This is an optimization exercise on Yosys and OpenROAD, whose aim is small area and a short achievable clock period, not a production implementation.
RTL that was checked went through simulation tests only; none was proved equivalent to the original.
Only the layout flow was run in runs 1 and 2; the RTL was not checked for function there.
Power is estimated from default activity; no workload was simulated.

==> flow/design.v <==
module unified_mem_rsel #(
    parameter int WA = 4
) (
    input  logic            d_req,
    input  logic [WA-1:0]   d_wa,
    input  logic [WA-1:0]   f_wa,
    output logic [2**WA-1:0] sel
);
    always_comb begin
        for (int w = 0; w < 2 ** WA; w++)
            sel[w] = d_req ? (d_wa == WA'(w)) : (f_wa == WA'(w));
    end
endmodule
module unified_mem_rbit8 (
    input  logic [7:0] sel,
    input  logic [7:0] d,
    output logic       q
);
    assign q = |(sel & d);
endmodule
module unified_mem_ao4 #(
    parameter int W = 8
) (
    input  logic [3:0]   c,
    input  logic [W-1:0] l0, l1, l2, l3,
    input  logic [W-1:0] h0, h1, h2, h3,
    output logic [W-1:0] r
);
    assign r = ({W{c[0]}} & (l0 | h0)) | ({W{c[1]}} & (l1 | h1)) |
               ({W{c[2]}} & (l2 | h2)) | ({W{c[3]}} & (l3 | h3));
endmodule
module unified_mem_ao3 #(
    parameter int W = 8
) (
    input  logic [2:0]   c,
    input  logic [W-1:0] l0, l1, h0, h1,
    input  logic         sl, sh,
    output logic [W-1:0] r
);
    assign r = ({W{c[0]}} & (l0 | h0)) | ({W{c[1]}} & (l1 | h1)) | {W{c[2] & (sl | sh)}};
endmodule
module unified_mem_ao2 #(
    parameter int W = 16
) (
    input  logic [1:0]   c,
    input  logic [W-1:0] l0, h0,
    input  logic         sl, sh,
    output logic [W-1:0] r
);
    assign r = ({W{c[0]}} & (l0 | h0)) | {W{c[1] & (sl | sh)}};
endmodule
module unified_mem_ldsel (
    input  logic        ld_ok,
    input  logic [2:0]  f3,
    input  logic [1:0]  a,
    output logic [3:0]  bsel,    
    output logic [1:0]  hsel,    
    output logic        lw,      
    output logic        sxb,     
    output logic        sxw,     
    output logic [3:0]  tx       
);
    logic sb, sh;
    assign sb      = ~f3[2] & ~f3[1] & ~f3[0];
    assign sh      = ~f3[2] & ~f3[1] & f3[0];
    assign lw      = ld_ok & (f3[1:0] == 2'b10);
    assign hsel[0] = ld_ok & (f3[1:0] == 2'b01) & ~a[1] | lw;
    assign hsel[1] = ld_ok & (f3[1:0] == 2'b01) & a[1];
    always_comb begin
        bsel = '0;
        if (ld_ok && f3[1:0] == 2'b00) bsel[a] = 1'b1;
    end
    assign sxb = ld_ok & sb;
    assign sxw = ld_ok & (sb | sh);
    assign tx  = {(sb & a == 2'd3) | (sh & a[1]), sb & a == 2'd2,
                  (sb & a == 2'd1) | (sh & ~a[1]), sb & a == 2'd0};
endmodule
module unified_mem_sgnw (
    input  logic [3:0] tx,
    input  logic [3:0] d,
    output logic       s
);
    assign s = |(tx & d);
endmodule
module unified_mem_ldfmt (
    input  logic [3:0]  bsel,
    input  logic [1:0]  hsel,
    input  logic        lw,
    input  logic        sxb,
    input  logic        sxw,
    input  logic        sgn_l,
    input  logic        sgn_h,
    input  logic [31:0] wl,
    input  logic [31:0] wh,
    output logic [31:0] r
);
    unified_mem_ao4 #(.W(8)) u_b0 (
        .c({bsel[3], bsel[2] | hsel[1], bsel[1], bsel[0] | hsel[0]}),
        .l0(wl[7:0]), .l1(wl[15:8]), .l2(wl[23:16]), .l3(wl[31:24]),
        .h0(wh[7:0]), .h1(wh[15:8]), .h2(wh[23:16]), .h3(wh[31:24]), .r(r[7:0])
    );
    unified_mem_ao3 #(.W(8)) u_b1 (
        .c({sxb, hsel[1], hsel[0]}), .l0(wl[15:8]), .l1(wl[31:24]), .h0(wh[15:8]),
        .h1(wh[31:24]), .sl(sgn_l), .sh(sgn_h), .r(r[15:8])
    );
    unified_mem_ao2 #(.W(16)) u_h1 (
        .c({sxw, lw}), .l0(wl[31:16]), .h0(wh[31:16]), .sl(sgn_l), .sh(sgn_h), .r(r[31:16])
    );
endmodule
module unified_mem_ifrdy (
    input  logic rst_n,
    input  logic d_req,
    output logic if_ready
);
    assign if_ready = rst_n & ~d_req;
endmodule
module unified_mem_pipe #(
    parameter int ADDR_W   = 6,
    parameter int READ_LAT = 1,
    parameter int CNT_W    = 16
) (
    input  logic              clk,
    input  logic              rst_n,
    input  logic              if_req,
    input  logic [ADDR_W-1:0] if_addr,
    output logic              if_ready,
    output logic              if_valid,
    output logic [31:0]       if_rdata,
    input  logic              d_req,
    input  logic              d_we,
    input  logic [2:0]        d_funct3,
    input  logic [ADDR_W-1:0] d_addr,
    input  logic [31:0]       d_wdata,
    output logic              d_ready,
    output logic              d_valid,
    output logic [31:0]       d_rdata,
    output logic              d_err,
    output logic [CNT_W-1:0]  conflict_cnt
);
    localparam int WA    = ADDR_W - 2;
    localparam int WORDS = 2 ** WA;
    logic [31:0]       mem [WORDS];
    logic              d_acc;
    logic              if_acc;
    logic              d_err_c;
    logic              d_wr;
    logic              ld_ok;
    logic [3:0]        be;
    logic [31:0]       wd;
    logic [WORDS-1:0]  rsel;
    logic [31:0]       rd_lo;
    logic [31:0]       rd_hi;
    logic [31:0]       ld_val;
    logic [CNT_W-1:0]  cnt_q;
    logic              d_vld_p0_q;
    logic              d_err_p0_q;
    logic [31:0]       d_rdata_p0_q;
    logic              if_vld_p0_q;
    logic [31:0]       if_rdata_p0_q;
    function automatic logic acc_err(input logic we, input logic [2:0] f3, input logic [1:0] a);
        logic e;
        case (f3)
            3'b000:  e = 1'b0;
            3'b001:  e = a[0];
            3'b010:  e = (a != 2'b00);
            3'b100:  e = we;
            3'b101:  e = we | a[0];
            default: e = 1'b1;
        endcase
        acc_err = e;
    endfunction
    assign d_ready  = rst_n;
    unified_mem_ifrdy u_ifrdy (.rst_n(rst_n), .d_req(d_req), .if_ready(if_ready));
    assign d_acc    = rst_n & d_req;
    assign if_acc   = rst_n & if_req & ~d_req;
    assign d_err_c  = acc_err(d_we, d_funct3, d_addr[1:0]);
    assign d_wr     = d_acc & d_we & ~d_err_c;
    assign ld_ok    = d_acc & ~d_we & ~d_err_c;
    always_comb begin
        case (d_funct3[1:0])
            2'b00:   be = 4'b0001 << d_addr[1:0];
            2'b01:   be = d_addr[1] ? 4'b1100 : 4'b0011;
            default: be = 4'b1111;
        endcase
    end
    assign wd[7:0]   = d_wdata[7:0];
    assign wd[15:8]  = (d_funct3[1:0] == 2'b00) ? d_wdata[7:0] : d_wdata[15:8];
    assign wd[23:16] = d_funct3[1] ? d_wdata[23:16] : d_wdata[7:0];
    assign wd[31:24] = d_funct3[1] ? d_wdata[31:24] :
                       (d_funct3[0] ? d_wdata[15:8] : d_wdata[7:0]);
    always_ff @(posedge clk) begin
        for (int k = 0; k < 4; k++)
            if (d_wr && be[k]) mem[d_addr[ADDR_W-1:2]][8*k +: 8] <= wd[8*k +: 8];
    end
    unified_mem_rsel #(.WA(WA)) u_rsel (
        .d_req(d_req), .d_wa(d_addr[ADDR_W-1:2]), .f_wa(if_addr[ADDR_W-1:2]), .sel(rsel)
    );
    for (genvar b = 0; b < 32; b++) begin : g_rbit
        logic [WORDS-1:0] col;
        for (genvar w = 0; w < WORDS; w++) begin : g_col
            assign col[w] = mem[w][b];
        end
        unified_mem_rbit8 u_lo (.sel(rsel[7:0]),  .d(col[7:0]),  .q(rd_lo[b]));
        unified_mem_rbit8 u_hi (.sel(rsel[15:8]), .d(col[15:8]), .q(rd_hi[b]));
    end
    logic [3:0] ld_bsel;
    logic [1:0] ld_hsel;
    logic       ld_lw, ld_sxb, ld_sxw;
    logic [3:0] ld_tx;
    logic [WORDS-1:0] sgn_col;
    logic       sgn_lo, sgn_hi;
    unified_mem_ldsel u_ldsel (
        .ld_ok(ld_ok), .f3(d_funct3), .a(d_addr[1:0]), .bsel(ld_bsel), .hsel(ld_hsel),
        .lw(ld_lw), .sxb(ld_sxb), .sxw(ld_sxw), .tx(ld_tx)
    );
    for (genvar w = 0; w < WORDS; w++) begin : g_sgn
        unified_mem_sgnw u_sgnw (
            .tx(ld_tx), .d({mem[w][31], mem[w][23], mem[w][15], mem[w][7]}), .s(sgn_col[w])
        );
    end
    unified_mem_rbit8 u_sgn_lo (.sel(rsel[7:0]),  .d(sgn_col[7:0]),  .q(sgn_lo));
    unified_mem_rbit8 u_sgn_hi (.sel(rsel[15:8]), .d(sgn_col[15:8]), .q(sgn_hi));
    unified_mem_ldfmt u_ldfmt (
        .bsel(ld_bsel), .hsel(ld_hsel), .lw(ld_lw), .sxb(ld_sxb), .sxw(ld_sxw),
        .sgn_l(sgn_lo), .sgn_h(sgn_hi), .wl(rd_lo), .wh(rd_hi), .r(ld_val)
    );
    always_ff @(posedge clk or negedge rst_n) begin
        if (!rst_n) begin
            d_vld_p0_q    <= 1'b0;
            d_err_p0_q    <= 1'b0;
            d_rdata_p0_q  <= '0;
            if_vld_p0_q   <= 1'b0;
            if_rdata_p0_q <= '0;
            cnt_q         <= '0;
        end else begin
            d_vld_p0_q    <= d_acc;
            d_err_p0_q    <= d_acc & d_err_c;
            d_rdata_p0_q  <= ld_val;
            if_vld_p0_q   <= if_acc;
            if_rdata_p0_q <= if_acc ? (rd_lo | rd_hi) : '0;
            if (if_req && d_req && !(&cnt_q)) cnt_q <= cnt_q + CNT_W'(1);
        end
    end
    generate
        if (READ_LAT >= 2) begin : g_lat2
            logic        d_vld_p1_q;
            logic        d_err_p1_q;
            logic [31:0] d_rdata_p1_q;
            logic        if_vld_p1_q;
            logic [31:0] if_rdata_p1_q;
            always_ff @(posedge clk or negedge rst_n) begin
                if (!rst_n) begin
                    d_vld_p1_q    <= 1'b0;
                    d_err_p1_q    <= 1'b0;
                    d_rdata_p1_q  <= '0;
                    if_vld_p1_q   <= 1'b0;
                    if_rdata_p1_q <= '0;
                end else begin
                    d_vld_p1_q    <= d_vld_p0_q;
                    d_err_p1_q    <= d_err_p0_q;
                    d_rdata_p1_q  <= d_rdata_p0_q;
                    if_vld_p1_q   <= if_vld_p0_q;
                    if_rdata_p1_q <= if_rdata_p0_q;
                end
            end
            assign d_valid  = d_vld_p1_q;
            assign d_err    = d_err_p1_q;
            assign d_rdata  = d_rdata_p1_q;
            assign if_valid = if_vld_p1_q;
            assign if_rdata = if_rdata_p1_q;
        end else begin : g_lat1
            assign d_valid  = d_vld_p0_q;
            assign d_err    = d_err_p0_q;
            assign d_rdata  = d_rdata_p0_q;
            assign if_valid = if_vld_p0_q;
            assign if_rdata = if_rdata_p0_q;
        end
    endgenerate
    assign conflict_cnt = cnt_q;
endmodule
==> flow/flow/run.sh <==
#!/bin/bash
# Standard synthesis, then the standard layout with these changes: ports are buffered with
# buf_2 instead of the resizer's default pick, repair may resize a cell to any cell of the
# same function (not only the same footprint), and the clock tree uses smaller buffers,
# larger sink clusters and no dummy loads. Each make's full output goes to its own log.
set -euo pipefail
bash standard.sh synth > synth.log 2>&1
bash standard.sh MATCH_CELL_FOOTPRINT=0 \
  "BUFFER_PORTS_ARGS=-buffer_cell sky130_fd_sc_hd__buf_2" \
  "CTS_ARGS=-sink_clustering_enable -repair_clock_nets -dont_use_dummy_load -sink_clustering_size 16 -sink_clustering_max_diameter 60 -buf_list {sky130_fd_sc_hd__clkbuf_4 sky130_fd_sc_hd__clkbuf_8}" \
  finish > layout.log 2>&1
==> flow/standard.sh <==
#!/bin/bash
# synth_recipe.tcl (not shown) runs the flow's synth.tcl, then flattens the netlist and writes it again
# the make line also repeats each setting of config.mk as NAME=value (left out here)
make -C /OpenROAD-flow-scripts/flow DESIGN_CONFIG=/design/flow/config.mk WORK_HOME=/design/flow/orfs CLKGATE_MAP_FILE= SYNTH_SCRIPT=/design/flow/synth_recipe.tcl "${@:-finish}"
==> flow/config.mk <==
export PLATFORM = sky130hd
export DESIGN_NAME = unified_mem_pipe
export DESIGN_NICKNAME = unified_mem_pipe
export VERILOG_FILES = /design/flow/design.v
export SDC_FILE = /design/flow/constraint.sdc
export NUM_CORES = 4
export LEC_CHECK = 0
export CAP_MARGIN = 20
export CORE_MARGIN = 2
export CORE_UTILIZATION = 50
export SETUP_SLACK_MARGIN = 2.9
export SLEW_MARGIN = 20
export SYNTH_HIERARCHICAL = 1
export TNS_END_PERCENT = 0
==> flow/constraint.sdc <==
create_clock -name core_clock -period 5.5 [get_ports {clk}]
set_input_delay 1.1000 -clock core_clock [delete_from_list [all_inputs] [get_ports {clk}]]
set_output_delay 1.1000 -clock core_clock [all_outputs]
set_load 0.01 [all_outputs]
==> results.toml, run 1 <==
[logic_synthesis]
synth.largest_area_cell = "edfxtp_1"
synthTopCellsByArea = "edfxtp_1, a22oi_1, dfrtp_1"
synth.avg_cell_area_um2 = 16.00
syn-num-nets = 1466
synth_top_area_share_pct = 68.00
ys_seq_area_share_pct = 77.19
yosysWarnings = 9
ys_ff_latch = 595
syn_inst = 1413
synth_area_um2 = 22610
yosys.cell_types.count = 55

[place]
dpl.hpwl_um = 42880
io_buffers = 134
place_congestion = 1.041
place_area_um2 = 24400
preCtsSetupSlack_ps = 1311

[timing]
fmax_mhz = 369.2
finalSetupViolCount = 0
layout_worst_path_cycle_share_pct = 49.24
skew_ps = 45.80
setup_ws_ps = 2792
finalHoldViolations = 0
whs_ps = 442.4
rsz0062_at_grt = "true"
worstMarginPinSlew_ps = 974.2
slew_violations = 0
period_minus_slack_ps = 2708
finalSetupTns_ps = 0
slew_headroom_pct = 34.81

[global_route]
antenna_found_initial = 3
overflow = 0
grt_pass1_wl_um = 95800
grt_use_total_pct = 28.69
grt_pass1_vias = 14186
grt_max_degree = 34

[critical_path]
critical_path_arrival_ps = 1610
worstPathCellList = "buf_16 -> buf_16 -> nor2b_4 -> buf_6"
start_kind = "primary input"
regToRegEndpoint = "d_rdata_p0_q[11]"
crit_slowest_cell = "buf_16"
reg2reg_slack_ps = 3510
worst_setup_path_end_kind = "output port"
crit_type = "primary input to output port"
critPathRequiredTime_ps = 4400
cp_common_cell = "buf_16"
crit_buf_inv = 3
cpPeakStageDelay_ps = 140
r2r_cells = 7
reg2reg_from = "mem[0][23]"
cp_max_fo = 3
crit_family = "buffers and inverters"

[routing]
drt-initial-drc-count = 1869
drtPass1Iterations = 6
vias = 14613
wirelength_um = 67580
drtAntennaViolNets = 0
drcViolationCount = 0
wl_per_cell_um = 29.63
avgViaCountPerCell = 6.406

[cts]
cts_max_path_buffers = 3
h-tree-depth = 2
cts-hold-fix-buffers = 0
cts_root_buffer = "clkbuf_8"
tritoncts = "built"
cts_inserted_buffers = 47
cts.sinks = 595
clkLatencyLatePin_ps = 660
clk_pin_slew_ps = 100

[cells_and_area]
drive_gt1_share_pct = 26.18
design_area_um2 = 26560
mostFrequentLayoutCell = "edfxtp_1"
final_cell_mix = "edfxtp_1, a22oi_1, buf_2"
areaGrowthSynthToFinish_pct = 17.49
fin_nets = 1743

[run_status]
run_status = "finished clean"

[power_and_ir_drop]
power.density_nw_per_um2 = 290.8
p_leak_nw = 8.962
peakVddDrop_mv = 0.2450

[die]
die_w_um = 216.6
dieArea_um2 = 46940
die_h_um = 216.6
core.rowCount = 77
initial_core_util_pct = 50.91
core_region_area_um2 = 44410
io_pins = 137

[run]
maxCapViolations = 0

[min_path]
hold_path.class = "primary input to asynchronous set/reset pin"
-- per-module statistics from Yosys, one instance, submodules excluded, excerpt --
| module | cell area (um2) | flops+latches |
|---|---|---|
| unified_mem_ldfmt | 12.51 | 0 |
| unified_mem_ifrdy | 13.76 | 0 |
| unified_mem_rbit8 | 36.28 | 0 |
| unified_mem_pipe | 18960 | 595 |
| unified_mem_sgnw | 18.77 | 0 |
| unified_mem_ldsel | 137.6 | 0 |
-- area by class of cell --
| class | count | area [um2] |
|---|---|---|
| Fill cell | 3375 | 17850 |
| Tap cell | 592 | 740.7 |
| Clock buffer | 47 | 646.9 |
| Inverter | 4 | 15.01 |
| Multi-Input combinational cell | 799 | 5746 |
| Sequential cell | 595 | 17450 |
| Timing Repair Buffer | 243 | 1961 |
| Antenna cell | 1 | 2.502 |
-- timing repair --
action,CTS,global route
pin swaps,58,12
endpoints found under the setup margin,563,499
cloned,2,1
gates resized for setup,165,27
setup buffers,66,8
-- power by group --
group	internal, W	switching (W)
Combinational	0.000192	0.000433
Sequential	0.00496	0.0000338
Clock	0.000765	0.00134
-- how the worst max path moves through the flow --
stage                      from          endpoint  slack [ps]  depth (start not counted)
global placement          d_req   d_rdata_p0_q[5]        1370                          9
floorplan                 d_req  d_rdata_p0_q[21]        2350                          8
finish                    rst_n          if_ready        2790                          4
global route              rst_n          if_ready        2780                          4
detailed placement  d_funct3[0]  d_rdata_p0_q[29]        1310                          9
CTS                       rst_n          if_ready        2790                          4
-- cells in the mapped netlist (all sizes together) --
cell,n
o211ai,1
and4b,1
nand3b,7
or2,5
inv,4
nor2,141
and3b,3
nor4,4
mux2,19
xnor2,6
nor4b,1
and2,2
nand2b,1
and3,4
or3,2
a21boi,1
a22oi,311
nand3,23
a211oi,1
edfxtp,512
o21a,1
and4,2
nor2b,6
clkbuf,6
buf,10
nor3b,1
or3b,7
nor3,5
nand2,58
o2111ai,1
and4bb,1
mux2i,9
o21ai,80
dfrtp,83
o32ai,1
nand4,81
a21oi,4
or4,2
a221o,1
ha,1
xor2,4
-- cell families after synthesis --
group	Yosys count	share of synthesized area [%]
AO/OA/AOI/OAI	402	12.69
flip-flops	595	77.19
XOR/XNOR	10	0.3874
multiplexers	28	1.345
AND/OR/NAND/NOR	357	7.881
adder cells (fa/ha/maj)	1	0.05533
buffers and inverters	20	0.4538
-- registers in the layout (all words and copies together) (netlist names) --
signal,flops
d_err_p0_q,1
d_rdata_p0_q,32
if_rdata_p0_q,32
mem,512
d_vld_p0_q,1
cnt_q,16
if_vld_p0_q,1
-- layer usage --
layer	global-route usage, %	up-vias	part of all wire (%)
met1	38.88	7456	39
met5	0	-	0.018
met3	6.807	149	9.7
met4	11.16	2	4.0
met2	45.31	700	47
li1	-	6306	-
-- through the flow --
stage	std cells	util (%)	power, W
2_1_floorplan	1413	-	0.005373
3_3_place_gp	2156	54.89	0.005642
3_5_place_dp	2156	54.93	0.005658
4_1_cts	2271	59.44	0.007741
5_1_grt	2281	59.81	0.007955
6_report	2281	59.81	0.007725
==> run 2: changes to the inputs <==
--- a/flow/config.mk
+++ b/flow/config.mk
@@ -8,5 +8,5 @@
 export CAP_MARGIN = 20
 export CORE_MARGIN = 2
-export CORE_UTILIZATION = 50
+export CORE_UTILIZATION = 65
 export SETUP_SLACK_MARGIN = 2.9
 export SLEW_MARGIN = 20
==> results.toml, run 2 <==
[run_status]
run_status = "finished clean"

[cts]
cts_root_buffer = "clkbuf_8"
clkLatencyLatePin_ps = 640
cts.sinks = 595
tritoncts = "built"
h-tree-depth = 2
cts_max_path_buffers = 3
clk_pin_slew_ps = 90
cts_inserted_buffers = 44

[place]
io_buffers = 134
place_congestion = 0.9898
preCtsSetupSlack_ps = 971.1
dpl.hpwl_um = 40760
placed_cells = 2018

[logic_synthesis]
yosysWarnings = 9
synth_simple_gate_area_share_pct = 7.880
synth.avg_cell_area_um2 = 16.00
ys_seq_area_share_pct = 77.19
synth_edf_count = 512
synth_ff_type = "edfxtp_1"
synthTopCellsByArea = "edfxtp_1, a22oi_1, dfrtp_1"
syn-num-nets = 1466
synth.largest_area_cell = "edfxtp_1"
synth_most_common_cell = "edfxtp_1"
synthMuxAreaShare_pct = 1.345
ys_ff_latch = 595
async_flop_share_pct = 13.95
yosys.cell_types.count = 55
synth_compound_area_share_pct = 12.69
synth_xor_area_share_pct = 0.3874
synth_top_area_share_pct = 68.00
synth_fa_ha_area_share_pct = 0.05534
synth_top_family_by_area = "compound AO/OA/AOI/OAI gates"
synth_area_um2 = 22610
synthTopCellsByCount = "edfxtp_1, a22oi_1, nor2_1"
syn_inst = 1413

[routing]
wl_per_cell_um = 29.32
wirelength_um = 63600
drtAntennaViolNets = 0
drtPass1Iterations = 7
drt-initial-drc-count = 1954
avgViaCountPerCell = 6.880
drcViolationCount = 0
vias = 14923

[timing]
slew_headroom_pct = 32.73
skew_ps = 44.96
slew_violations = 0
worstMarginPinSlew_ps = 1005
layout_worst_path_cycle_share_pct = 49.27
rsz0062_at_grt = "true"
setup_ws_ps = 2790
fmax_mhz = 369.0
finalSetupViolCount = 0
finalHoldViolations = 0
period_minus_slack_ps = 2710
finalSetupTns_ps = 0

[power_and_ir_drop]
p_switching_w = 0.001738
comb_power_share_pct = 8.1
switching_share_pct = 22.83
seqPwrFrac_pct = 65.6
power.density_nw_per_um2 = 285.9
clkPwrFrac_pct = 26.3
power.internal_w = 0.005875
p_leak_nw = 9.079
totalPowerFinal_w = 0.007614
peakVddDrop_mv = 0.2481

[critical_path]
cp_common_cell = "buf_4"
worstPathCellList = "buf_4 -> or4_4 -> a21oi_4 -> o21ai_4 -> nor2_2 -> buf_4"
start_kind = "primary input"
critical_path_arrival_ps = 3070
crit_type = "primary input to flop"
cpPeakStageDelay_ps = 610
critPathRequiredTime_ps = 5860
crit_slowest_cell = "or4_4"
cp_max_fo = 21
worst_setup_path_end_kind = "flop"

[die]
dieArea_um2 = 36290
io_pins = 137
core_region_area_um2 = 34370
initial_core_util_pct = 65.78
die_w_um = 190.5
die_h_um = 190.5
core.rowCount = 68

[cells_and_area]
fin_cells = 2169
largest_reg_flops = 512
final_core_utilization_pct = 77.48
final_cell_mix = "edfxtp_1, a22oi_1, buf_2"
fin_nets = 1767
drive_gt1_share_pct = 27.98
mostFrequentLayoutCell = "edfxtp_1"
areaGrowthSynthToFinish_pct = 17.79

[global_route]
grt_pass1_vias = 14435
overflow = 0
antenna_found_initial = 4
grt_max_degree = 37
grt_pass1_wl_um = 90870
grt_use_total_pct = 35.17

[min_path]
hold_path.class = "flop to flop"

[run]
maxCapViolations = 0
run 2: what timing repair did:
item / CTS / global route
hold buffers: 0 / 0
setup endpoints to repair: 578 / 564
buffers inserted: 58 / 43
gates resized for setup: 177 / 26
pin swaps: 51 / 44
cloned: 4 / 0
run 2: kinds of logic (layout without fill, tap and decap cells):
group	after synthesis	count (layout)
multiplexers	28	28
AND/OR/NAND/NOR	357	358
other	0	2
XOR/XNOR	10	10
buffers and inverters	20	318
flip-flops	595	595
AO/OA/AOI/OAI	402	402
adder cells (fa/ha/maj)	1	1
run 2: layout make-up:
type                            count  area (um2)
Sequential cell                   595       17450
Clock buffer                       44       605.6
Tap cell                          455       569.3
Multi-Input combinational cell    799        5771
Inverter                            4       15.01
Antenna cell                        2       5.005
Fill cell                        1999        7741
Timing Repair Buffer              270        2215
run 2: power by group through the flow:
stage | clock network [W] | logic, W | registers (W)
2_1_floorplan | 0 | 0.000266 | 0.00511
3_3_place_gp | 0 | 0.000524 | 0.00509
3_5_place_dp | 0 | 0.000539 | 0.00510
4_1_cts | 0.00201 | 0.000582 | 0.00499
5_1_grt | 0.00215 | 0.000661 | 0.00500
6_report | 0.00200 | 0.000619 | 0.00499
run 2: per-module statistics from Yosys (local to each module, per instance), a selection:
module	cells	flip-flops and latches	area, um2
unified_mem_ldfmt	2	0	12.51
unified_mem_pipe	878	595	18960
unified_mem_ldsel	20	0	137.6
unified_mem_rbit8	5	0	36.28
unified_mem_sgnw	3	0	18.77
unified_mem_ifrdy	1	0	13.76
run 2: worst paths after layout:
kind / startpoint / to / slack, ps / depth (start not counted)
max in group asynchronous: rst_n / d_rdata_p0_q[0] / 4360 / 3
max: d_funct3[0] / mem[6][21] / 2790 / 6
min reg2reg: cnt_q[0] / cnt_q[0] / 520 / 1
min: cnt_q[0] / cnt_q[0] / 520 / 1
min in group asynchronous: rst_n / if_rdata_p0_q[29] / 630 / 3
max reg2reg: cnt_q[0] / cnt_q[1] / 3520 / 5
run 2: metal layers:
metal / vias up / track usage [%] / part of all wire (%)
li1: 6350 / - / -
met1: 7354 / 46.49 / 35
met2: 999 / 55.99 / 48
met4: 6 / 17.32 / 5.4
met3: 214 / 7.692 / 11
met5: - / 1.236 / 0.13
run 2: worst max-delay path: cells and delay by family:
kind                   cells  cell delay, ps
buffers and inverters      2             400
AND/OR/NAND/NOR            2             850
AO/OA/AOI/OAI              2             690
run 2: metrics by stage:
stage,hold slack (ps),area [um2]
5_1_grt,540.8,26630
3_5_place_dp,504.9,24120
6_report,520.3,26630
4_1_cts,521.3,25950
3_3_place_gp,491.1,24120
2_1_floorplan,533.6,22720
==> run 3: changes to the inputs <==
--- a/flow/design.v
+++ b/flow/design.v
@@ -73,6 +73,5 @@
     assign sxb = ld_ok & sb;
     assign sxw = ld_ok & (sb | sh);
-    assign tx  = {(sb & a == 2'd3) | (sh & a[1]), sb & a == 2'd2,
-                  (sb & a == 2'd1) | (sh & ~a[1]), sb & a == 2'd0};
+    assign tx  = f3[0] ? {a[1], 1'b0, ~a[1], 1'b0} : 4'b0001 << a;
 endmodule
 module unified_mem_sgnw (
==> flow/flow/run.sh (replaced) <==
#!/bin/bash
# Standard synthesis, then the standard layout with these changes: ports are buffered with
# buf_2 instead of the resizer's default pick; repair may resize a cell to any cell of the
# same function (not only the same footprint); the clock tree uses clkbuf_4/8, sink clusters
# of up to 16 and no dummy loads; and before global routing, eco.tcl reconnects the gates of
# the input-to-output paths (if_ready, d_ready) to the input port buffers, bypassing fanout
# buffers. Each make's full output goes to its own log.
set -euo pipefail
bash standard.sh synth > synth.log 2>&1
bash standard.sh MATCH_CELL_FOOTPRINT=0 \
  "BUFFER_PORTS_ARGS=-buffer_cell sky130_fd_sc_hd__buf_2" \
  "CTS_ARGS=-sink_clustering_enable -repair_clock_nets -dont_use_dummy_load -sink_clustering_size 16 -sink_clustering_max_diameter 60 -buf_list {sky130_fd_sc_hd__clkbuf_4 sky130_fd_sc_hd__clkbuf_8}" \
  "PRE_GLOBAL_ROUTE_TCL=$PWD/flow/eco.tcl" \
  finish > layout.log 2>&1
==> flow/flow/eco.tcl (new file) <==
# Port bypass: a combinational path from an input port to an output port should pass only
# the input port's buffer, the logic, and the output port's buffer. Placement repair may
# leave fanout buffers of a big input net (rst_n) on such a path; this reconnects the gate
# pins (and output buffer inputs) on those paths to the input buffer's own output net.
proc eco_is_buf {inst} {
  set m [[$inst getMaster] getName]
  return [expr {[string match "sky130_fd_sc_hd__buf_*" $m] || [string match "sky130_fd_sc_hd__clkbuf_*" $m]}]
}
proc eco_driver {net} {
  foreach it [$net getITerms] {
    if {[$it isOutputSignal]} { return $it }
  }
  return ""
}
proc eco_root {net} {
  # Follow buffers back while the buffer is not an input port's own buffer.
  for {set i 0} {$i < 20} {incr i} {
    set d [eco_driver $net]
    if {$d eq ""} { return $net }
    set inst [$d getInst]
    if {![eco_is_buf $inst]} { return $net }
    set a [$inst findITerm A]
    set anet [$a getNet]
    if {$anet eq "NULL" || $anet eq ""} { return $net }
    if {[llength [$anet getBTerms]] > 0} { return $net }
    set net $anet
  }
  return $net
}
proc eco_reconnect {it} {
  set net [$it getNet]
  if {$net eq "NULL" || $net eq ""} { return 0 }
  set root [eco_root $net]
  if {[$root getName] ne [$net getName]} {
    puts "ECO: [[$it getInst] getName]/[[$it getMTerm] getName]: [$net getName] -> [$root getName]"
    $it disconnect
    $it connect $root
    return 1
  }
  return 0
}
proc eco_port_bypass {} {
  set blk [ord::get_db_block]
  set n 0
  foreach bt [$blk getBTerms] {
    if {[$bt getIoType] ne "OUTPUT"} { continue }
    set onet [$bt getNet]
    set d [eco_driver $onet]
    if {$d eq ""} { continue }
    set ob [$d getInst]
    if {![eco_is_buf $ob]} { continue }
    set a [$ob findITerm A]
    set anet [$a getNet]
    set g [eco_driver $anet]
    if {$g eq ""} { continue }
    set ginst [$g getInst]
    if {[eco_is_buf $ginst]} {
      incr n [eco_reconnect $a]
    } elseif {![string match "*df*" [[$ginst getMaster] getName]]} {
      foreach it [$ginst getITerms] {
        if {[$it isInputSignal]} { incr n [eco_reconnect $it] }
      }
    }
  }
  puts "ECO: port bypass reconnected $n pins"
}
eco_port_bypass
--- a/flow/config.mk
+++ b/flow/config.mk
@@ -8,5 +8,5 @@
 export CAP_MARGIN = 20
 export CORE_MARGIN = 2
-export CORE_UTILIZATION = 65
+export CORE_UTILIZATION = 50
 export SETUP_SLACK_MARGIN = 2.9
 export SLEW_MARGIN = 20
==> results.toml, run 3 <==
[timing]
slew_headroom_pct = 45.90
finalSetupViolCount = 0
layout_worst_path_cycle_share_pct = 48.72
fmax_mhz = 373.2
period_minus_slack_ps = 2679
worstMarginPinSlew_ps = 808.5
slew_violations = 0
skew_ps = 54.55
rsz0062_at_grt = "true"
finalHoldViolations = 0
setup_ws_ps = 2821
finalSetupTns_ps = 0

[routing]
avgViaCountPerCell = 6.332
wl_per_cell_um = 29.64
vias = 14361
drcViolationCount = 0
drt-initial-drc-count = 1586
wirelength_um = 67230
drtPass1Iterations = 5
drtAntennaViolNets = 0

[critical_path]
cpPeakStageDelay_ps = 600
worst_setup_path_end_kind = "flop"
start_kind = "primary input"
cp_common_cell = "buf_4"
cp_max_fo = 23
critPathRequiredTime_ps = 6080
critical_path_arrival_ps = 3260
crit_slowest_cell = "or4_4"
worstPathCellList = "buf_6 -> or4_4 -> a211oi_4 -> nand2b_1 -> buf_4 -> nor4b_1 -> buf_4 -> o21ai_1 -> nand4_1"
reg2reg_slack_ps = 3540
crit_type = "primary input to flop"

[cells_and_area]
seq_area_um2 = 17450
largest_reg_flops = 512
multi_input_area_um2 = 5712
final_cell_mix = "edfxtp_1, a22oi_1, buf_2"
diodes = 0
areaGrowthSynthToFinish_pct = 16.26
nFillCells = 3502
fin_nets = 1731
drive_gt1_share_pct = 26.13
mostFrequentLayoutCell = "edfxtp_1"

[logic_synthesis]
ys_ff_latch = 595
yosysWarnings = 9
synth_edf_count = 512
synth.avg_cell_area_um2 = 16.00
yosys.cell_types.count = 52
synth.largest_area_cell = "edfxtp_1"
synth_area_um2 = 22600
syn-num-nets = 1465
syn_inst = 1412
synth_most_common_cell = "edfxtp_1"
synthTopCellsByCount = "edfxtp_1, a22oi_1, nor2_1"
synth_top_area_share_pct = 68.04
async_flop_share_pct = 13.95
ys_seq_area_share_pct = 77.23
synthTopCellsByArea = "edfxtp_1, a22oi_1, dfrtp_1"
synth_ff_type = "edfxtp_1"

[place]
dpl.hpwl_um = 43480
preCtsSetupSlack_ps = 1249
io_buffers = 134
place_congestion = 0.9361

[global_route]
grt_pass1_wl_um = 94750
grt_max_degree = 34
overflow = 0
grt_pass1_vias = 14077
antenna_found_initial = 0
grt_use_total_pct = 28.51

[die]
io_pins = 137
core_region_area_um2 = 44410
initial_core_util_pct = 50.88
dieArea_um2 = 46910
core.rowCount = 77
die_w_um = 216.6
die_h_um = 216.6

[cts]
tritoncts = "built"
cts_max_path_buffers = 3
cts-hold-fix-buffers = 0
clk_pin_slew_ps = 100
clkLatencyLatePin_ps = 660
cts.sinks = 595
cts_root_buffer = "clkbuf_8"
cts_inserted_buffers = 46
h-tree-depth = 2

[run]
maxCapViolations = 0

[min_path]
hold_path.class = "primary input to asynchronous set/reset pin"

[power_and_ir_drop]
power.density_nw_per_um2 = 293.0
totalPowerFinal_w = 0.007696
peakVddDrop_mv = 0.2654
p_leak_nw = 8.848

[run_status]
run_status = "finished clean"
[run 3: cell types whose count changed after synthesis, sizes merged]
| cell | previous run | this run |
|---|---|---|
| nor4bb | 0 | 1 |
| nor2b | 6 | 7 |
| nor3 | 5 | 7 |
| nor4 | 4 | 2 |
| clkbuf | 6 | 5 |
| and3b | 3 | 1 |
| buf | 10 | 12 |
| nor4b | 1 | 2 |
| and4b | 1 | 0 |
| and3 | 4 | 3 |
| or3b | 7 | 6 |
[run 3: logic make-up (layout without fill, tap and decap cells)]
| logic type | after synthesis | after routing | synth area share [%] |
|---|---|---|---|
| simple gates | 355 | 355 | 7.780 |
| compound gates | 402 | 402 | 12.70 |
| buf+inv | 21 | 285 | 0.5038 |
| xor+xnor | 10 | 10 | 0.3876 |
| flops | 595 | 595 | 77.23 |
| fa+ha+maj | 1 | 1 | 0.05536 |
| mux | 28 | 28 | 1.346 |
[run 3: repair_timing]
action / CTS / global route
resized for setup: 156 / 42
gates cloned: 2 / 0
setup endpoints to repair: 578 / 391
hold endpoints to repair: 0 / 0
buffers inserted: 50 / 9
pin swaps: 42 / 12
[run 3: final cells by class]
cell class | count | area share, %
Sequential cell | 595 | 66.43
Multi-Input combinational cell | 796 | 21.74
Timing Repair Buffer | 235 | 6.539
Tap cell | 592 | 2.820
Clock buffer | 46 | 2.410
Inverter | 4 | 0.05715
[run 3: metal layers]
metal	wire [um]	share of wire, %	global-route usage (%)	vias to the layer above
met5	0	0	0	-
met4	2602	3.9	12.01	0
met3	5439	8.1	4.716	136
met2	32470	48	46.30	674
met1	26720	40	38.48	7278
li1	-	-	-	6273
[run 3: power breakdown]
group	total (W)	switching [W]	internal, W
Clock	0.00207	0.00132	0.000750
Combinational	0.000635	0.000441	0.000194
Sequential	0.00500	0.0000327	0.00496
Total	0.00770	0.00179	0.00591
[run 3: per-module statistics from Yosys, one instance, submodules excluded, excerpt]
module / cells / copies in the design / cell area [um2] / flip-flops and latches
unified_mem_ldfmt: 2 / 1 / 12.51 / 0
unified_mem_sgnw: 3 / 16 / 18.77 / 0
unified_mem_rbit8: 5 / 66 / 36.28 / 0
unified_mem_ldsel: 19 / 1 / 125.1 / 0
unified_mem_pipe: 878 / 1 / 18960 / 595
unified_mem_ifrdy: 1 / 1 / 13.76 / 0
[run 3: worst paths after layout]
path | from | to | cells after the start
setup / recovery | d_funct3[0] | d_rdata_p0_q[2] | 9
hold / removal | rst_n | d_rdata_p0_q[2] | 2
setup reg to reg | cnt_q[0] | cnt_q[1] | 5
hold reg to reg | cnt_q[0] | cnt_q[0] | 1
max in group asynchronous | rst_n | cnt_q[15] | 3
min in group core_clock | cnt_q[0] | cnt_q[0] | 1
[run 3: critical path: cells and delay by family]
family	cells	cell delay (ps)
compound gates	2	440
buf+inv	3	570
simple gates	4	1130
[run 3: through the flow]
step           area [um2]  utilization [%]  instances  hold WS, ps
2_1_floorplan       22700                -       1412        533.6
3_3_place_gp        24310            54.73       2157        511.5
3_5_place_dp        24310            54.73       2157        511.2
4_1_cts             25910            58.33       2255        380.2
5_1_grt             26270            59.15       2268        421.5
6_report            26270            59.15       2268        455.5
==> run 4: changes to the inputs <==
--- a/flow/config.mk
+++ b/flow/config.mk
@@ -9,5 +9,5 @@
 export CORE_MARGIN = 2
 export CORE_UTILIZATION = 50
-export SETUP_SLACK_MARGIN = 2.9
+export SETUP_SLACK_MARGIN = 3.3
 export SLEW_MARGIN = 20
 export SYNTH_HIERARCHICAL = 1
==> results.toml, run 4 <==
[timing]
whs_ps = 522.3
period_minus_slack_ps = 2546
layout_worst_path_cycle_share_pct = 46.29
fmax_mhz = 392.8
rsz0062_at_grt = "true"
slew_headroom_pct = 44.44
finalSetupTns_ps = 0
skew_ps = 51.55
worstMarginPinSlew_ps = 829.6
finalSetupViolCount = 0
finalHoldViolations = 0
slew_violations = 0

[power_and_ir_drop]
power.density_nw_per_um2 = 286.7
peakVddDrop_mv = 0.2643
p_leak_nw = 9.112

[run_status]
run_status = "finished clean"

[die]
die_w_um = 216.6
core_region_area_um2 = 44410
die_h_um = 216.6
core.rowCount = 77
dieArea_um2 = 46910
initial_core_util_pct = 50.88
io_pins = 137

[logic_synthesis]
syn_inst = 1412
ys_ff_latch = 595
synth.avg_cell_area_um2 = 16.00
synth_ff_type = "edfxtp_1"
synth_simple_gate_area_share_pct = 7.780
synth_area_um2 = 22600
syn-num-nets = 1465
yosysWarnings = 9
synth_edf_count = 512
yosys.cell_types.count = 52
async_flop_share_pct = 13.95
ys_seq_area_share_pct = 77.23
synthTopCellsByArea = "edfxtp_1, a22oi_1, dfrtp_1"
synth_compound_area_share_pct = 12.70
synth_top_area_share_pct = 68.04
synth_top_family_by_area = "compound AO/OA/AOI/OAI gates"
synth_most_common_cell = "edfxtp_1"
synth_xor_area_share_pct = 0.3876
synthTopCellsByCount = "edfxtp_1, a22oi_1, nor2_1"
synthMuxAreaShare_pct = 1.346
synth_fa_ha_area_share_pct = 0.05537
synth.largest_area_cell = "edfxtp_1"

[cts]
clk_pin_slew_ps = 100
cts-hold-fix-buffers = 0
cts_max_path_buffers = 3
clkLatencyLatePin_ps = 660
cts_inserted_buffers = 46
cts.sinks = 595
cts_root_buffer = "clkbuf_8"
h-tree-depth = 2
tritoncts = "built"

[routing]
drt-initial-drc-count = 1573
drcViolationCount = 0
avgViaCountPerCell = 6.341
wirelength_um = 68100
drtAntennaViolNets = 0
vias = 14585
wl_per_cell_um = 29.61
drtPass1Iterations = 6

[cells_and_area]
diodes = 0
mostFrequentLayoutCell = "edfxtp_1"
drive_gt1_share_pct = 28.16
final_cell_mix = "edfxtp_1, a22oi_1, buf_2"
fin_nets = 1763
largest_reg_flops = 512
areaGrowthSynthToFinish_pct = 19.30

[global_route]
grt_max_degree = 34
overflow = 0
antenna_found_initial = 0
grt_pass1_wl_um = 94840
grt_pass1_vias = 14090
grt_use_total_pct = 28.52

[place]
place_congestion = 0.9361
dpl.hpwl_um = 43480
io_buffers = 134

[critical_path]
worst_setup_path_end_kind = "flop"
critical_path_arrival_ps = 3060
critPathRequiredTime_ps = 6020
crit_type = "primary input to flop"
cp_max_fo = 17
start_kind = "primary input"

[min_path]
hold_path.class = "flop to flop"

[run]
maxCapViolations = 0
run 4: cell families after synthesis:
logic type | after synthesis
DFF | 595
AOI/OAI and AO/OA | 402
and+or+nand+nor | 355
muxes | 28
buffers and inverters | 21
xor gates and xnor gates | 10
adders and majority gates | 1
run 4: modules after synthesis, one instance, submodules excluded, excerpt:
module / times used / cells / cell area (um2)
unified_mem_sgnw: 16 / 3 / 18.77
unified_mem_ldsel: 1 / 19 / 125.1
unified_mem_ifrdy: 1 / 1 / 13.76
unified_mem_rbit8: 66 / 5 / 36.28
unified_mem_pipe: 1 / 878 / 18960
unified_mem_ldfmt: 1 / 2 / 12.51
run 4: path summary, 6_finish.rpt:
check / startpoint / endpoint / slack, ps / cells past startpoint
worst max-delay path: d_addr[3] / d_rdata_p0_q[3] / 2950 / 8
worst min-delay path: cnt_q[0] / cnt_q[0] / 520 / 1
worst max register to register: mem[8][7] / d_rdata_p0_q[16] / 3530 / 8
worst min register to register: cnt_q[0] / cnt_q[0] / 520 / 1
max in group asynchronous: rst_n / cnt_q[15] / 4250 / 4
min in group asynchronous: rst_n / d_rdata_p0_q[2] / 530 / 3
run 4: final cells by class:
class                           count  area, um2
Inverter                            4      15.01
Multi-Input combinational cell    796       5803
Fill cell                        3406      17460
Clock buffer                       46      633.1
Timing Repair Buffer              267       2315
Sequential cell                   595      17450
Tap cell                          592      740.7
run 4: per-stage QoR:
| stage | instance area, um2 | setup slack (ps) | power, W | utilization [%] | instances |
|---|---|---|---|---|---|
| final | 26960 | 2954 | 0.007730 | 60.70 | 2300 |
| after detailed placement | 24310 | 1249 | 0.005668 | 54.73 | 2157 |
| after global placement | 24310 | 1303 | 0.005656 | 54.73 | 2157 |
| after floorplan | 22700 | 2346 | 0.005384 | - | 1412 |
| after global routing | 26960 | 2932 | 0.007975 | 60.70 | 2300 |
| after CTS | 26010 | 2802 | 0.007722 | 58.55 | 2259 |
run 4: routing by layer:
layer | up-vias | global-route usage [%] | wire length (um)
li1 | 6343 | - | -
met1 | 7427 | 38.46 | 27070
met2 | 683 | 46.49 | 32990
met3 | 132 | 4.674 | 5209
met4 | 0 | 11.85 | 2829
met5 | - | 0 | 0
run 4: report_power, final:
group / total [W] / switching (W) / internal, W
Combinational: 0.000661 / 0.000452 / 0.000209
Sequential: 0.00499 / 0.0000325 / 0.00496
Clock: 0.00207 / 0.00132 / 0.000751
Total: 0.00773 / 0.00181 / 0.00592
run 4: timing repair:
action	4_1_cts	5_1_grt
cloned	2	2
gates resized for setup	162	96
pin swaps	45	51
endpoints found under the setup margin	789	789
buffers inserted	54	39
run 4: critical path, cell delays in order:
cell and delay (ps):
clkbuf_4 200, nand3b_1 260, a22oi_2 120, buf_4 260
a22oi_1 220, nand4_1 360, o21ai_2 410, nand4_1 120
==> run 5: changes to the inputs <==
--- a/flow/config.mk
+++ b/flow/config.mk
@@ -9,5 +9,5 @@
 export CORE_MARGIN = 2
 export CORE_UTILIZATION = 50
-export SETUP_SLACK_MARGIN = 3.3
+export SETUP_SLACK_MARGIN = 3.0
 export SLEW_MARGIN = 20
 export SYNTH_HIERARCHICAL = 1
==> results.toml, run 5 <==
[logic_synthesis]
synth.avg_cell_area_um2 = 16.00
synthTopCellsByCount = "edfxtp_1, a22oi_1, nor2_1"
yosysWarnings = 9
synth_most_common_cell = "edfxtp_1"
async_flop_share_pct = 13.95
ys_seq_area_share_pct = 77.23
synth.largest_area_cell = "edfxtp_1"
yosys.cell_types.count = 52
ys_ff_latch = 595
synthTopCellsByArea = "edfxtp_1, a22oi_1, dfrtp_1"
synth_ff_type = "edfxtp_1"
synth_area_um2 = 22600
syn-num-nets = 1465
synth_top_area_share_pct = 68.04
syn_inst = 1412
synth_edf_count = 512

[critical_path]
crit_type = "primary input to flop"
cpPeakStageDelay_ps = 590
crit_buf_inv = 3
cp_max_fo = 8
worst_setup_path_end_kind = "flop"
cp_common_cell = "buf_4"
crit_family = "simple AND/OR/NAND/NOR gates"
crit_slowest_cell = "or4_4"
worstPathCellList = "buf_2 -> or4_4 -> a211oi_4 -> nand2b_1 -> buf_4 -> nor4b_1 -> buf_4 -> o21ai_1 -> nand4_1"
critPathRequiredTime_ps = 6080
critical_path_arrival_ps = 3230
start_kind = "primary input"

[routing]
drt-initial-drc-count = 1475
avgViaCountPerCell = 6.334
drcViolationCount = 0
wl_per_cell_um = 29.47
wirelength_um = 67490
drtPass1Iterations = 6
drtAntennaViolNets = 0
vias = 14506

[cts]
tritoncts = "built"
h-tree-depth = 2
cts_root_buffer = "clkbuf_8"
clkLatencyLatePin_ps = 660
cts_inserted_buffers = 46
cts.sinks = 595
cts_max_path_buffers = 3
clk_pin_slew_ps = 100

[global_route]
antenna_found_initial = 0
grt_pass1_vias = 14090
grt_max_degree = 34
grt_use_total_pct = 28.52
overflow = 0
grt_pass1_wl_um = 94840

[place]
io_buffers = 134
place_congestion = 0.9361
dpl.hpwl_um = 43480

[min_path]
hold_path.class = "primary input to asynchronous set/reset pin"

[cells_and_area]
mostFrequentLayoutCell = "edfxtp_1"
largest_reg_flops = 512
areaGrowthSynthToFinish_pct = 18.01
nFillCells = 3444
drive_gt1_share_pct = 27.33
final_cell_mix = "edfxtp_1, a22oi_1, buf_2"
fin_nets = 1753
diodes = 0

[die]
die_h_um = 216.6
core.rowCount = 77
dieArea_um2 = 46910
io_pins = 137
core_region_area_um2 = 44410
initial_core_util_pct = 50.88
die_w_um = 216.6

[run]
maxCapViolations = 0

[power_and_ir_drop]
p_leak_nw = 8.999
power.density_nw_per_um2 = 289.0
peakVddDrop_mv = 0.2693
totalPowerFinal_w = 0.007706

[timing]
skew_ps = 56.57
slew_headroom_pct = 35.52
fmax_mhz = 377.7
finalSetupTns_ps = 0
layout_worst_path_cycle_share_pct = 48.14
period_minus_slack_ps = 2647
finalSetupViolCount = 0
finalHoldViolations = 0
slew_violations = 0
rsz0062_at_grt = "true"
worstMarginPinSlew_ps = 963.5

[run_status]
run_status = "finished clean"
## run 5: cell counts after synthesis
No cell type changed its count.
## run 5: logic make-up (layout without fill, tap and decap cells)
logic type | Yosys count | count (layout) | synth area share (%)
compound gates | 402 | 402 | 12.70
xor+xnor | 10 | 10 | 0.3876
fa+ha+maj | 1 | 1 | 0.05536
buf+inv | 21 | 307 | 0.5038
flops | 595 | 595 | 77.23
mux | 28 | 28 | 1.346
simple gates | 355 | 355 | 7.780
## run 5: per-stage QoR
stage | hold WS, ps | setup WS [ps] | utilization, % | instance area, um2 | cells
6_report | 454.6 | 2853 | 60.04 | 26670 | 2290
4_1_cts | 380.2 | 2802 | 58.55 | 26010 | 2259
3_3_place_gp | 511.5 | 1303 | 54.73 | 24310 | 2157
3_5_place_dp | 511.2 | 1249 | 54.73 | 24310 | 2157
5_1_grt | 421.5 | 2843 | 60.04 | 26670 | 2290
2_1_floorplan | 533.6 | 2346 | - | 22700 | 1412
## run 5: layout make-up
type                       instances  area [um2]  area share [%]
clock buffer                      46       633.1           2.374
inverter                           4       15.01         0.05631
multi-input combinational        796        5732           21.49
sequential                       595       17450           65.45
tap                              592       740.7           2.778
timing repair buffer             257        2093           7.850
## run 5: power breakdown
group	internal, W	leakage, nW	switching [W]
logic	0.000197	2.97	0.000443
clock network	0.000750	0.331	0.00132
registers	0.00496	5.70	0.0000327
total	0.00591	9.00	0.00180
## run 5: worst reg2reg max path, delay by kind of cell (launching register included)
| kind | cells | cell delay (ps) |
|---|---|---|
| multiplexers | 1 | 340 |
| AND/OR/NAND/NOR | 3 | 880 |
| flip-flops | 1 | 400 |
| adder cells (fa/ha/maj) | 1 | 240 |
## run 5: Yosys stat by module (local to each module, per instance), excerpt
module | flip-flops and latches | copies in the design | cell area (um2) | cells
unified_mem_ldsel | 0 | 1 | 125.1 | 19
unified_mem_rbit8 | 0 | 66 | 36.28 | 5
unified_mem_sgnw | 0 | 16 | 18.77 | 3
unified_mem_ldfmt | 0 | 1 | 12.51 | 2
unified_mem_ifrdy | 0 | 1 | 13.76 | 1
unified_mem_pipe | 595 | 1 | 18960 | 878
## run 5: metal layers
metal / share of wire, % / up-vias / track usage, %
met5: 0 / - / 0
met2: 49 / 711 / 46.49
met1: 39 / 7346 / 38.46
met4: 3.9 / 0 / 11.85
li1: - / 6310 / -
met3: 8.0 / 139 / 4.674
## run 5: final timing paths
| check | startpoint | end | slack [ps] | depth (start not counted) |
|---|---|---|---|---|
| max reg2reg | cnt_q[0] | cnt_q[1] | 3540 | 5 |
| max in group asynchronous | rst_n | cnt_q[15] | 4330 | 3 |
| min reg2reg | cnt_q[0] | cnt_q[0] | 520 | 1 |
| min in group core_clock | cnt_q[0] | cnt_q[0] | 520 | 1 |
| max | d_funct3[2] | d_rdata_p0_q[2] | 2850 | 9 |
| min | rst_n | d_rdata_p0_q[2] | 450 | 2 |
## run 5: what timing repair did
action	in CTS	in global routing
pin swaps	45	38
gates resized for setup	162	52
cloned	2	0
hold buffers	0	0
endpoints found under the setup margin	578	577
buffers inserted	54	31
endpoints found under the hold margin	0	0
==> run 6: changes to the inputs <==
--- a/flow/config.mk
+++ b/flow/config.mk
@@ -9,5 +9,5 @@
 export CORE_MARGIN = 2
 export CORE_UTILIZATION = 50
-export SETUP_SLACK_MARGIN = 3.0
+export SETUP_SLACK_MARGIN = 3.1
 export SLEW_MARGIN = 20
 export SYNTH_HIERARCHICAL = 1
==> results.toml, run 6 <==
[run_status]
run_status = "finished clean"

[min_path]
whs_endpoint = "cnt_q[0]"
worstHoldStart = "cnt_q[0]"
hold_path.class = "flop to flop"
hold_depth = 1

[cts]
cts_inserted_buffers = 46
clkLatencyLatePin_ps = 660
cts-hold-fix-buffers = 0
h-tree-depth = 2
cts_max_path_buffers = 3
tritoncts = "built"
cts_root_buffer = "clkbuf_8"
clk_pin_slew_ps = 100
cts.sinks = 595

[place]
place_congestion = 0.9361
preCtsSetupSlack_ps = 1249
io_buffers = 134
place_area_um2 = 24310
dpl.hpwl_um = 43480
placed_cells = 2157

[logic_synthesis]
synth_edf_count = 512
synth.avg_cell_area_um2 = 16.00
synthTopCellsByArea = "edfxtp_1, a22oi_1, dfrtp_1"
synth_ff_type = "edfxtp_1"
yosysWarnings = 9
syn_inst = 1412
syn-num-nets = 1465
ys_seq_area_share_pct = 77.23
synth_area_um2 = 22600
synth_top_area_share_pct = 68.04
synth.largest_area_cell = "edfxtp_1"
yosys.cell_types.count = 52
synth_most_common_cell = "edfxtp_1"
async_flop_share_pct = 13.95
synthTopCellsByCount = "edfxtp_1, a22oi_1, nor2_1"
ys_ff_latch = 595

[timing]
period_minus_slack_ps = 2546
fmax_mhz = 392.8
slew_violations = 0
worstMarginPinSlew_ps = 829.6
finalSetupTns_ps = 0
slew_headroom_pct = 44.44
setup_ws_ps = 2954
rsz0062_at_grt = "true"
finalSetupViolCount = 0
layout_worst_path_cycle_share_pct = 46.29
finalHoldViolations = 0
skew_ps = 51.55

[power_and_ir_drop]
comb_power_share_pct = 8.5
power.internal_w = 0.005922
switching_share_pct = 23.39
p_switching_w = 0.001808
power.density_nw_per_um2 = 286.7
peakVddDrop_mv = 0.2643
seqPwrFrac_pct = 64.6
clkPwrFrac_pct = 26.8
p_leak_nw = 9.112

[critical_path]
cpPeakStageDelay_ps = 410
crit_slowest_cell = "o21ai_2"
cp_common_cell = "nand4_1"
crit_type = "primary input to flop"
critPathRequiredTime_ps = 6020
critical_path_arrival_ps = 3060
crit_start = "d_addr[3]"
start_kind = "primary input"
reg2reg_from = "mem[8][7]"
worstPathCellList = "clkbuf_4 -> nand3b_1 -> a22oi_2 -> buf_4 -> a22oi_1 -> nand4_1 -> o21ai_2 -> nand4_1"
worst_setup_path_end_kind = "flop"
regToRegEndpoint = "d_rdata_p0_q[16]"
r2r_cells = 8
reg2reg_slack_ps = 3530
cp_max_fo = 17

[global_route]
grt_use_total_pct = 28.52
grt_max_degree = 34
grt_pass1_vias = 14090
grt_pass1_wl_um = 94840
antenna_found_initial = 0
overflow = 0

[die]
io_pins = 137
die_h_um = 216.6
dieArea_um2 = 46910
core.rowCount = 77
die_w_um = 216.6
core_region_area_um2 = 44410
initial_core_util_pct = 50.88

[routing]
drt-initial-drc-count = 1573
drtAntennaViolNets = 0
wirelength_um = 68100
avgViaCountPerCell = 6.341
vias = 14585
drtPass1Iterations = 6
wl_per_cell_um = 29.61
drcViolationCount = 0

[cells_and_area]
largest_reg_flops = 512
fin_nets = 1763
final_cell_mix = "edfxtp_1, a22oi_1, buf_2"
areaGrowthSynthToFinish_pct = 19.30
mostFrequentLayoutCell = "edfxtp_1"
drive_gt1_share_pct = 28.16
fin_cells = 2300
design_area_um2 = 26960
final_core_utilization_pct = 60.70
diodes = 0

[run]
maxCapViolations = 0
run 6: modules after synthesis, one instance, submodules excluded, excerpt:
module	cells inside	copies in the design	flops+latches
unified_mem_pipe	878	1	595
unified_mem_ldsel	19	1	0
unified_mem_rbit8	5	66	0
unified_mem_sgnw	3	16	0
unified_mem_ifrdy	1	1	0
unified_mem_ldfmt	2	1	0
run 6: logic make-up after synthesis:
family	after synthesis	synth area share, %
xor gates and xnor gates	10	0.3876
muxes	28	1.346
and+or+nand+nor	355	7.780
AOI/OAI and AO/OA	402	12.70
adders and majority gates	1	0.05536
DFF	595	77.23
buffers and inverters	21	0.5038
run 6: routing by layer:
metal | track usage, % | share of wire [%] | vias to the layer above
li1 | - | - | 6343
met1 | 38.46 | 40 | 7427
met2 | 46.49 | 48 | 683
met3 | 4.674 | 7.6 | 132
met4 | 11.85 | 4.2 | 0
met5 | 0 | 0 | -
run 6: what timing repair did:
action,4_1_cts,5_1_grt
resized for setup,162,96
buffers inserted,54,39
endpoints found under the setup margin,581,710
pin swaps,45,51
gates cloned,2,2
run 6: metrics by stage:
| stage | hold WS (ps) | total power [W] |
|---|---|---|
| 2_1_floorplan | 533.6 | 0.005384 |
| 3_3_place_gp | 511.5 | 0.005656 |
| 3_5_place_dp | 511.2 | 0.005668 |
| 4_1_cts | 380.2 | 0.007722 |
| 5_1_grt | 500.5 | 0.007975 |
| 6_report | 522.3 | 0.007730 |
run 6: how the worst max path moves through the flow:
stage,cells past startpoint,to
floorplan,8,d_rdata_p0_q[21]
global placement,8,d_rdata_p0_q[5]
detailed placement,8,d_rdata_p0_q[5]
CTS,4,if_ready
global route,9,d_rdata_p0_q[6]
finish,8,d_rdata_p0_q[3]
run 6: critical path: cells and delay by family:
kind | cells | cell delay [ps]
simple gates | 3 | 740
buf+inv | 2 | 460
compound gates | 3 | 750
run 6: cell type report:
| type | instances | area, um2 |
|---|---|---|
| clock buffers | 46 | 633.1 |
| repair buffers | 267 | 2315 |
| flip-flops and latches | 595 | 17450 |
| fillers | 3406 | 17460 |
| multi-input cells | 796 | 5803 |
| well taps | 592 | 740.7 |
| inverters | 4 | 15.01 |
run 6: power groups by stage:
stage	Clock (W)	Sequential, W	Combinational, W
floorplan	0	0.00511	0.000276
global placement	0	0.00509	0.000561
detailed placement	0	0.00510	0.000572
CTS	0.00212	0.00499	0.000610
global route	0.00227	0.00500	0.000704
finish	0.00207	0.00499	0.000661
==> run 7: changes to the inputs <==
--- a/flow/config.mk
+++ b/flow/config.mk
@@ -9,4 +9,5 @@
 export CORE_MARGIN = 2
 export CORE_UTILIZATION = 50
+export PLACE_DENSITY = 0.75
 export SETUP_SLACK_MARGIN = 3.1
 export SLEW_MARGIN = 20
==> results.toml, run 7 <==
[cells_and_area]
diodes = 0
drive_gt1_share_pct = 27.85
final_cell_mix = "edfxtp_1, a22oi_1, buf_2"
largest_reg_flops = 512
fin_cells = 2294
mostFrequentLayoutCell = "edfxtp_1"
nFillCells = 3243
fin_nets = 1757
design_area_um2 = 26690
areaGrowthSynthToFinish_pct = 18.11
final_core_utilization_pct = 60.09

[logic_synthesis]
syn-num-nets = 1465
synth_most_common_cell = "edfxtp_1"
yosysWarnings = 9
ys_ff_latch = 595
ys_seq_area_share_pct = 77.23
synth_edf_count = 512
async_flop_share_pct = 13.95
synth_top_area_share_pct = 68.04
synthTopCellsByArea = "edfxtp_1, a22oi_1, dfrtp_1"
synth_ff_type = "edfxtp_1"
yosys.cell_types.count = 52
synthTopCellsByCount = "edfxtp_1, a22oi_1, nor2_1"
synth_area_um2 = 22600
syn_inst = 1412
synth.avg_cell_area_um2 = 16.00
synth.largest_area_cell = "edfxtp_1"

[die]
die_h_um = 216.6
core_region_area_um2 = 44410
core.rowCount = 77
initial_core_util_pct = 50.88
die_w_um = 216.6
io_pins = 137
dieArea_um2 = 46910

[critical_path]
crit_type = "primary input to flop"
worstPathCellList = "clkbuf_4 -> buf_12 -> a221o_1 -> buf_4 -> a21oi_4 -> o21ai_4 -> buf_12 -> nor2_4"
cp_common_cell = "buf_12"
critical_path_arrival_ps = 3020
regToRegEndpoint = "d_rdata_p0_q[14]"
critPathRequiredTime_ps = 5790
cpPeakStageDelay_ps = 390
reg2reg_slack_ps = 3520
start_kind = "primary input"
cp_max_fo = 16
crit_slowest_cell = "a221o_1"
r2r_cells = 9
reg2reg_from = "mem[12][7]"
worst_setup_path_end_kind = "flop"

[global_route]
antenna_found_initial = 4
grt_use_total_pct = 26.78
grt_max_degree = 53
grt_pass1_vias = 14502
overflow = 0
grt_pass1_wl_um = 90660

[power_and_ir_drop]
power.density_nw_per_um2 = 286.8
peakVddDrop_mv = 0.1839
p_leak_nw = 9.052
totalPowerFinal_w = 0.007654

[cts]
cts-hold-fix-buffers = 0
cts_max_path_buffers = 3
cts_inserted_buffers = 44
tritoncts = "built"
h-tree-depth = 2
clk_pin_slew_ps = 90
cts_root_buffer = "clkbuf_8"
cts.sinks = 595
clkLatencyLatePin_ps = 670

[timing]
layout_worst_path_cycle_share_pct = 49.67
worstMarginPinSlew_ps = 730.0
finalSetupViolCount = 0
rsz0062_at_grt = "true"
skew_ps = 68.08
finalSetupTns_ps = 0
slew_violations = 0
fmax_mhz = 366.1
slew_headroom_pct = 51.20
finalHoldViolations = 0
period_minus_slack_ps = 2732

[routing]
wl_per_cell_um = 28.15
wirelength_um = 64570
avgViaCountPerCell = 6.527
drt-initial-drc-count = 1752
drtPass1Iterations = 6
drtAntennaViolNets = 0
vias = 14972
drcViolationCount = 0

[min_path]
worstHoldStart = "cnt_q[0]"
whs_endpoint = "cnt_q[0]"
hold_path.class = "flop to flop"
hold_depth = 1

[run_status]
run_status = "finished clean"

[place]
place_congestion = 1.068
placed_cells = 2156
place_area_um2 = 24280
io_buffers = 134
dpl.hpwl_um = 41680

[run]
maxCapViolations = 0
run 7: cell families (layout without fill, tap and decap cells):
| kind of cell | after synthesis | after routing | share of synthesized area (%) |
|---|---|---|---|
| DFF | 595 | 595 | 77.23 |
| AOI/OAI and AO/OA | 402 | 402 | 12.70 |
| and+or+nand+nor | 355 | 355 | 7.780 |
| muxes | 28 | 28 | 1.346 |
| buffers and inverters | 21 | 311 | 0.5038 |
| xor gates and xnor gates | 10 | 10 | 0.3876 |
| adders and majority gates | 1 | 1 | 0.05536 |
run 7: final cells by class:
type                    instances  area (um2)  share of cell area (%)
well taps                     592       740.7                   2.775
clock buffers                  44       605.6                   2.269
repair buffers                263        2069                   7.754
inverters                       4       15.01                 0.05626
flip-flops and latches        595       17450                   65.39
multi-input cells             796        5806                   21.75
run 7: how the worst max path moves through the flow:
stage | start | end | slack (ps) | depth (start not counted)
after floorplan | d_req | d_rdata_p0_q[21] | 2350 | 8
after global placement | d_funct3[0] | d_rdata_p0_q[5] | 1390 | 10
after detailed placement | d_funct3[0] | d_rdata_p0_q[5] | 1300 | 9
after CTS | rst_n | if_ready | 2830 | 4
after global routing | d_funct3[0] | mem[0][17] | 2770 | 8
final | d_funct3[0] | mem[11][16] | 2770 | 8
run 7: critical path, delay by kind of cell:
kind | cells | cell delay, ps
AND/OR/NAND/NOR | 1 | 300
AO/OA/AOI/OAI | 3 | 870
buffers and inverters | 4 | 720
run 7: through the flow:
stage               setup slack, ps  hold WS [ps]
detailed placement             1298         511.4
finish                         2768         526.1
global route                   2774         538.2
CTS                            2835         508.0
floorplan                      2346         533.6
global placement               1392         497.8
run 7: modules after synthesis (local to each module, per instance), excerpt:
module,cell area [um2],flip-flops and latches,copies in the design
unified_mem_pipe,18960,595,1
unified_mem_ldsel,125.1,0,1
unified_mem_rbit8,36.28,0,66
unified_mem_sgnw,18.77,0,16
unified_mem_ifrdy,13.76,0,1
unified_mem_ldfmt,12.51,0,1
run 7: power breakdown:
| group | switching, W | internal, W |
|---|---|---|
| Combinational | 0.000447 | 0.000209 |
| Sequential | 0.0000324 | 0.00496 |
| Clock | 0.00128 | 0.000719 |
| Total | 0.00176 | 0.00589 |
run 7: timing repair:
| item | in CTS | in global routing |
|---|---|---|
| gates resized for setup | 188 | 46 |
| endpoints found under the setup margin | 578 | 580 |
| setup buffers | 57 | 34 |
| gates cloned | 1 | 2 |
| endpoints found under the hold margin | 0 | 0 |
| pin swaps | 37 | 52 |
run 7: routing by layer:
metal	track usage, %	wire (um)	vias up
li1	-	-	6312
met1	34.14	23120	7466
met2	43.49	30790	969
met3	5.740	6842	219
met4	13.88	3794	6
met5	0	26	-

==> port drivers added, routing unchanged <==
How much do the figures lean on ideal ports? The routed layouts below were timed once more, with nothing changed but the port constraints.
Step 1 (the two cells are an assumption about what drives the block):
set clk [get_ports {clk}]
set_driving_cell -lib_cell sky130_fd_sc_hd__clkbuf_16 $clk
set_driving_cell -lib_cell sky130_fd_sc_hd__buf_2 [delete_from_list [all_inputs] $clk]
Step 2 also shifts input and output timing later by t, the mid clock arrival at the registers, as if the neighbouring blocks saw the same clock.
Three values: no drivers, after step 1, after step 2; two values: the first two.
| run | t, ns | slack for setup (ns) | slew at the worst register clock pin (ns) | worst data-port slew with drivers (ns) |
|---|---|---|---|---|
| run 1 | 0.694 | 2.792 / 2.726 / 2.035 | 0.10 / 0.10 | 0.13 |
| run 2 | 0.673 | 2.790 / 2.749 / 2.134 | 0.11 / 0.11 | 0.09 |
| run 3 | 0.685 | 2.821 / 2.842 / 2.157 | 0.10 / 0.10 | 0.09 |
| run 4 | 0.687 | 2.954 / 2.865 / 2.231 | 0.10 / 0.10 | 0.21 |
| run 5 | 0.689 | 2.853 / 2.848 / 2.196 | 0.10 / 0.10 | 0.09 |
| run 6 | 0.687 | 2.954 / 2.865 / 2.231 | 0.10 / 0.10 | 0.21 |
| run 7 | 0.684 | 2.768 / 2.798 / 2.113 | 0.10 / 0.10 | 0.07 |
After both steps setup and hold are still met in every run listed. For run 1, which loses most, drivers alone change the setup slack by -0.066 ns; drivers and shift together by -0.757 ns.
